This design comes from an exercise in tuning for small area on the open sky130 flow, not from production work. Function was checked by simulation only, so behaviour that the tests miss may differ from the original. Power figures rest on the tool's default switching activity, not on a simulated workload.

// usb_bridge_top
module usb_bridge_top #(
  parameter int CLKS_PER_BIT  = 520,                
  parameter int FIFO_DEPTH    = 16,
  parameter int MAX_PKT_BYTES = 8
) (
  input  logic                                PHY_CLKOUT,
  input  logic                                RESET_IN,
  input  logic                                usb_rx_valid_i,
  input  logic [7:0]                          usb_rx_data_i,
  input  logic [3:0]                          usb_rx_endpt_i,
  input  logic                                usb_rx_last_i,
  output logic                                usb_rx_ready_o,
  output logic                                usb_tx_valid_o,
  output logic [7:0]                          usb_tx_data_o,
  output logic [3:0]                          usb_tx_endpt_o,
  output logic                                usb_tx_last_o,
  input  logic                                usb_tx_pop_i,
  output logic [2:0]                          usb_uart_txd_o,
  input  logic [2:0]                          usb_uart_rxd_i,
  output logic [9:0]                          usb_parallel_o
);
==> flow/config.mk <==
export PLATFORM = sky130hd
export DESIGN_NAME = usb_bridge_top
export DESIGN_NICKNAME = usb_bridge_top
export VERILOG_FILES = /design/flow/design.v
export SDC_FILE = /design/flow/constraint.sdc
export NUM_CORES = 4
export LEC_CHECK = 0
export ABC_AREA = 1
export CAP_MARGIN = 0
export CORE_MARGIN = 2
export CORE_UTILIZATION = 55
export PLACE_DENSITY = 0.7
export SLEW_MARGIN = 0
==> flow/constraint.sdc <==
create_clock -name core_clock -period 10.0 [get_ports {PHY_CLKOUT}]
set_input_delay 2.0000 -clock core_clock [delete_from_list [all_inputs] [get_ports {PHY_CLKOUT}]]
set_output_delay 2.0000 -clock core_clock [all_outputs]
set_load 0.01 [all_outputs]
standard.sh (not shown) runs the stock make flow with config.mk's settings and CLKGATE_MAP_FILE= SYNTH_SCRIPT=/design/flow/synth_recipe.tcl, a recipe that flattens the netlist after the stock synthesis.
==> flow/flow/run.sh <==
#!/bin/bash
# Standard ORFS layout (standard.sh), with these changes:
#  - synthesis: no adder extraction (ADDER_MAP_FILE empty) and an area-oriented ABC
#    script (flow/abc_area.script) for the combinational logic; flip-flop mapping,
#    flattening and renaming are the standard ones, so the registers are the same;
#  - port buffers are buf_1;
#  - clock tree synthesis arguments from flow/cts_args.txt (small clock buffers,
#    no dummy loads).
# Each tool's output stays in orfs/logs/; make's own output goes to standard.log.
set -euo pipefail
work=$PWD
cp -r "$FLOW_HOME/scripts" "$work/myscripts"
cp "$work/flow/abc_area.script" "$work/myscripts/abc_area.script"
export BUFFER_PORTS_ARGS="-buffer_cell sky130_fd_sc_hd__buf_1"
export CTS_ARGS="$(cat "$work/flow/cts_args.txt")"
bash standard.sh SCRIPTS_DIR="$work/myscripts" ABC_AREA=1 ADDER_MAP_FILE= finish > "$work/standard.log" 2>&1
==> flow/flow/abc_area.script <==
strash
&get -n
&fraig -x
&put
dc2
strash
&get -n
&dch -f
&nf -R 1000
&put
strash
&get -n
&dch -f
&nf -R 1000
&put
strash
&get -n
&dch -f
&nf -R 1000
&put
strash
&get -n
&dch -f
&nf -R 1000
&put
strash
&get -n
&dch -f
&nf -R 1000
&put
==> flow/flow/cts_args.txt <==
-sink_clustering_enable -repair_clock_nets -sink_clustering_size 16 -sink_clustering_max_diameter 80 -buf_list {sky130_fd_sc_hd__clkbuf_4 sky130_fd_sc_hd__clkbuf_8} -dont_use_dummy_load
The first run produced a clean layout.
Change:
==> flow/flow/abc_area.script (replaced) <==
strash
&get -n
&fraig -x
&put
dc2
strash
&get -n
&dch -f
&nf -R 1000
&put
strash
&get -n
&dch -f
&nf -R 1000
&put
CAP_MARGIN = 20   (was 0)
CORE_UTILIZATION = 40   (was 55)
PLACE_DENSITY = not set   (was 0.7)
SLEW_MARGIN = 20   (was 0)
The changed run finished with timing, DRC and antenna clean.
Power increases by 0.96%.
Critical path depth is lower by 1.
Area after synthesis climbs by about 0.4%.
Cell area increases by about 1.6%.
Clock skew is higher by 0.031 ns.
Via count decreases by about 0.4%.
Sequential share of layout area falls by 1.2 points.
Routed wire length climbs by about 3%.
Non-clock buffer count went down by 3.
Synthesized cell count grows by about 0.9%.
Register-to-register slack gets better by 0.41 ns.
Change:
==> flow/flow/abc_area.script (replaced) <==
strash
&get -n
&fraig -x
&put
dc2
strash
&get -n
&dch -f
&nf -R 1000
&put
strash
&get -n
&dch -f
&nf -R 1000
&put
strash
&get -n
&dch -f
&nf -R 1000
&put
strash
&get -n
&dch -f
&nf -R 1000
&put
strash
&get -n
&dch -f
&nf -R 1000
&put
CORE_UTILIZATION = 55   (was 40)
PLACE_DENSITY = 0.7   (was not set)
Cell area shrinks slightly.
Final cell count came out lower by roughly a tenth.
Core utilization is higher by 16 points.
Global-route usage is higher by 6.4 points.
Change:
CORE_UTILIZATION = 40   (was 55)
PLACE_DENSITY = not set   (was 0.7)
- The new run finished with timing, DRC and antenna clean
- sequential share of layout area goes down by 0.94 points
- worst setup slack is worse by 0.25 ns
- synthesized area stays the same
- non-clock buffer count goes up by 3
- global-route usage goes down by 5.6 points


Another version of the RTL of usb_bridge_top (not shown whole).
Size in the first run: about 48 I/O pins.
Settings: LEC_CHECK=0, ABC_AREA=1, CAP_MARGIN=0, CORE_MARGIN=2, CORE_UTILIZATION=40, SLEW_MARGIN=0; clock period 10.0 ns.
==> flow/flow/run.sh <==
#!/bin/bash
# Standard ORFS layout, with three changes: an area-oriented ABC mapping script for the
# combinational logic (flip-flop mapping is untouched), buf_1 as the port buffer, and
# clock tree synthesis arguments from flow/cts_args.txt (small clock buffers, no dummy loads).
set -euo pipefail
work=$PWD
cp -r "$FLOW_HOME/scripts" "$work/myscripts"
cp "$work/flow/abc_area.script" "$work/myscripts/abc_area.script"
export BUFFER_PORTS_ARGS="-buffer_cell sky130_fd_sc_hd__buf_1"
export CTS_ARGS="$(cat "$work/flow/cts_args.txt")"
bash standard.sh SCRIPTS_DIR="$work/myscripts" ABC_AREA=1 finish > "$work/standard.log" 2>&1
==> flow/flow/abc_area.script <==
strash
&get -n
&fraig -x
&put
dc2
strash
&get -n
&dch -f
&nf -R 1000
&put
==> flow/flow/cts_args.txt <==
-sink_clustering_enable -repair_clock_nets -sink_clustering_size 12 -sink_clustering_max_diameter 80 -buf_list {sky130_fd_sc_hd__clkbuf_4 sky130_fd_sc_hd__clkbuf_8} -dont_use_dummy_load
The starting point finished with timing, DRC and antenna clean.
Change:
==> flow/flow/run.sh (replaced) <==
#!/bin/bash
# Standard ORFS layout, with two changes: an area-oriented ABC mapping script for the
# combinational logic (flip-flop mapping is untouched), and buf_1 as the port buffer.
set -euo pipefail
work=$PWD
cp -r "$FLOW_HOME/scripts" "$work/myscripts"
cp "$work/flow/abc_area.script" "$work/myscripts/abc_area.script"
export BUFFER_PORTS_ARGS="-buffer_cell sky130_fd_sc_hd__buf_1"
bash standard.sh SCRIPTS_DIR="$work/myscripts" ABC_AREA=1 finish > "$work/standard.log" 2>&1
--- a/flow/config.mk
+++ b/flow/config.mk
@@ -9 +9 @@
-export CAP_MARGIN = 0
+export CAP_MARGIN = 20
@@ -11,2 +11,5 @@
-export CORE_UTILIZATION = 40
-export SLEW_MARGIN = 0
+export CORE_UTILIZATION = 60
+export CTS_BUF_LIST = sky130_fd_sc_hd__clkbuf_4 sky130_fd_sc_hd__clkbuf_8
+export CTS_CLUSTER_DIAMETER = 80
+export CTS_CLUSTER_SIZE = 12
+export SLEW_MARGIN = 20
removed: flow/flow/cts_args.txt
The new run finished with timing, DRC and antenna clean. Worst setup slack gains 0.29 ns. Power climbs by 5.7%. First-iteration DRC count climbs by 0.60%. Final cell count drops by 9.1%. Synthesized cell count does not change. Cell area climbs by 0.30%. Die area drops by 33%. Wire length drops by 2.3%. Worst hold slack gains 0.024 ns. Maximum frequency climbs by 5.1%. Clock skew drops by 0.079 ns.

## what the ideal ports hide
How much do the figures lean on ideal ports? The routed layouts below were timed once more, with nothing changed but the port constraints. Step 1 (the two cells are an assumption about what drives the block):
set clk [get_ports {PHY_CLKOUT}]
set_driving_cell -lib_cell sky130_fd_sc_hd__clkbuf_16 $clk
set_driving_cell -lib_cell sky130_fd_sc_hd__buf_2 [delete_from_list [all_inputs] $clk]
Step 2 adds t to the input delays and takes it off the output delays; t is the mean of the earliest and latest rising clock arrival at the registers after step 1. Input paths then give back, and output paths get back, about the clock's delay inside the block. Three values: ideal, step 1, step 2; two values: the first two.
run	shift t [ns]	setup slack, ns	worst setup path at the end	worst slew at a driven data input, ns	pins driven straight from the clock port
the first run of note 1	0.711	4.164 / 4.108 / 4.675	input to register	0.07	1
the second run of note 1	0.721	4.154 / 4.095 / 4.816	register to output	0.03	1
the third run of note 1	0.725	4.263 / 4.205 / 4.662	input to register	0.07	1
the fourth run of note 1	0.697	4.017 / 3.961 / 4.658	register to output	0.10	1
the first run of note 2	0.751	3.963 / 3.903 / 4.654	register to output	0.15	1
the second run of note 2	0.750	4.257 / 4.200 / 4.900	input to register	0.04	1
After both steps every run listed still meets setup and hold.
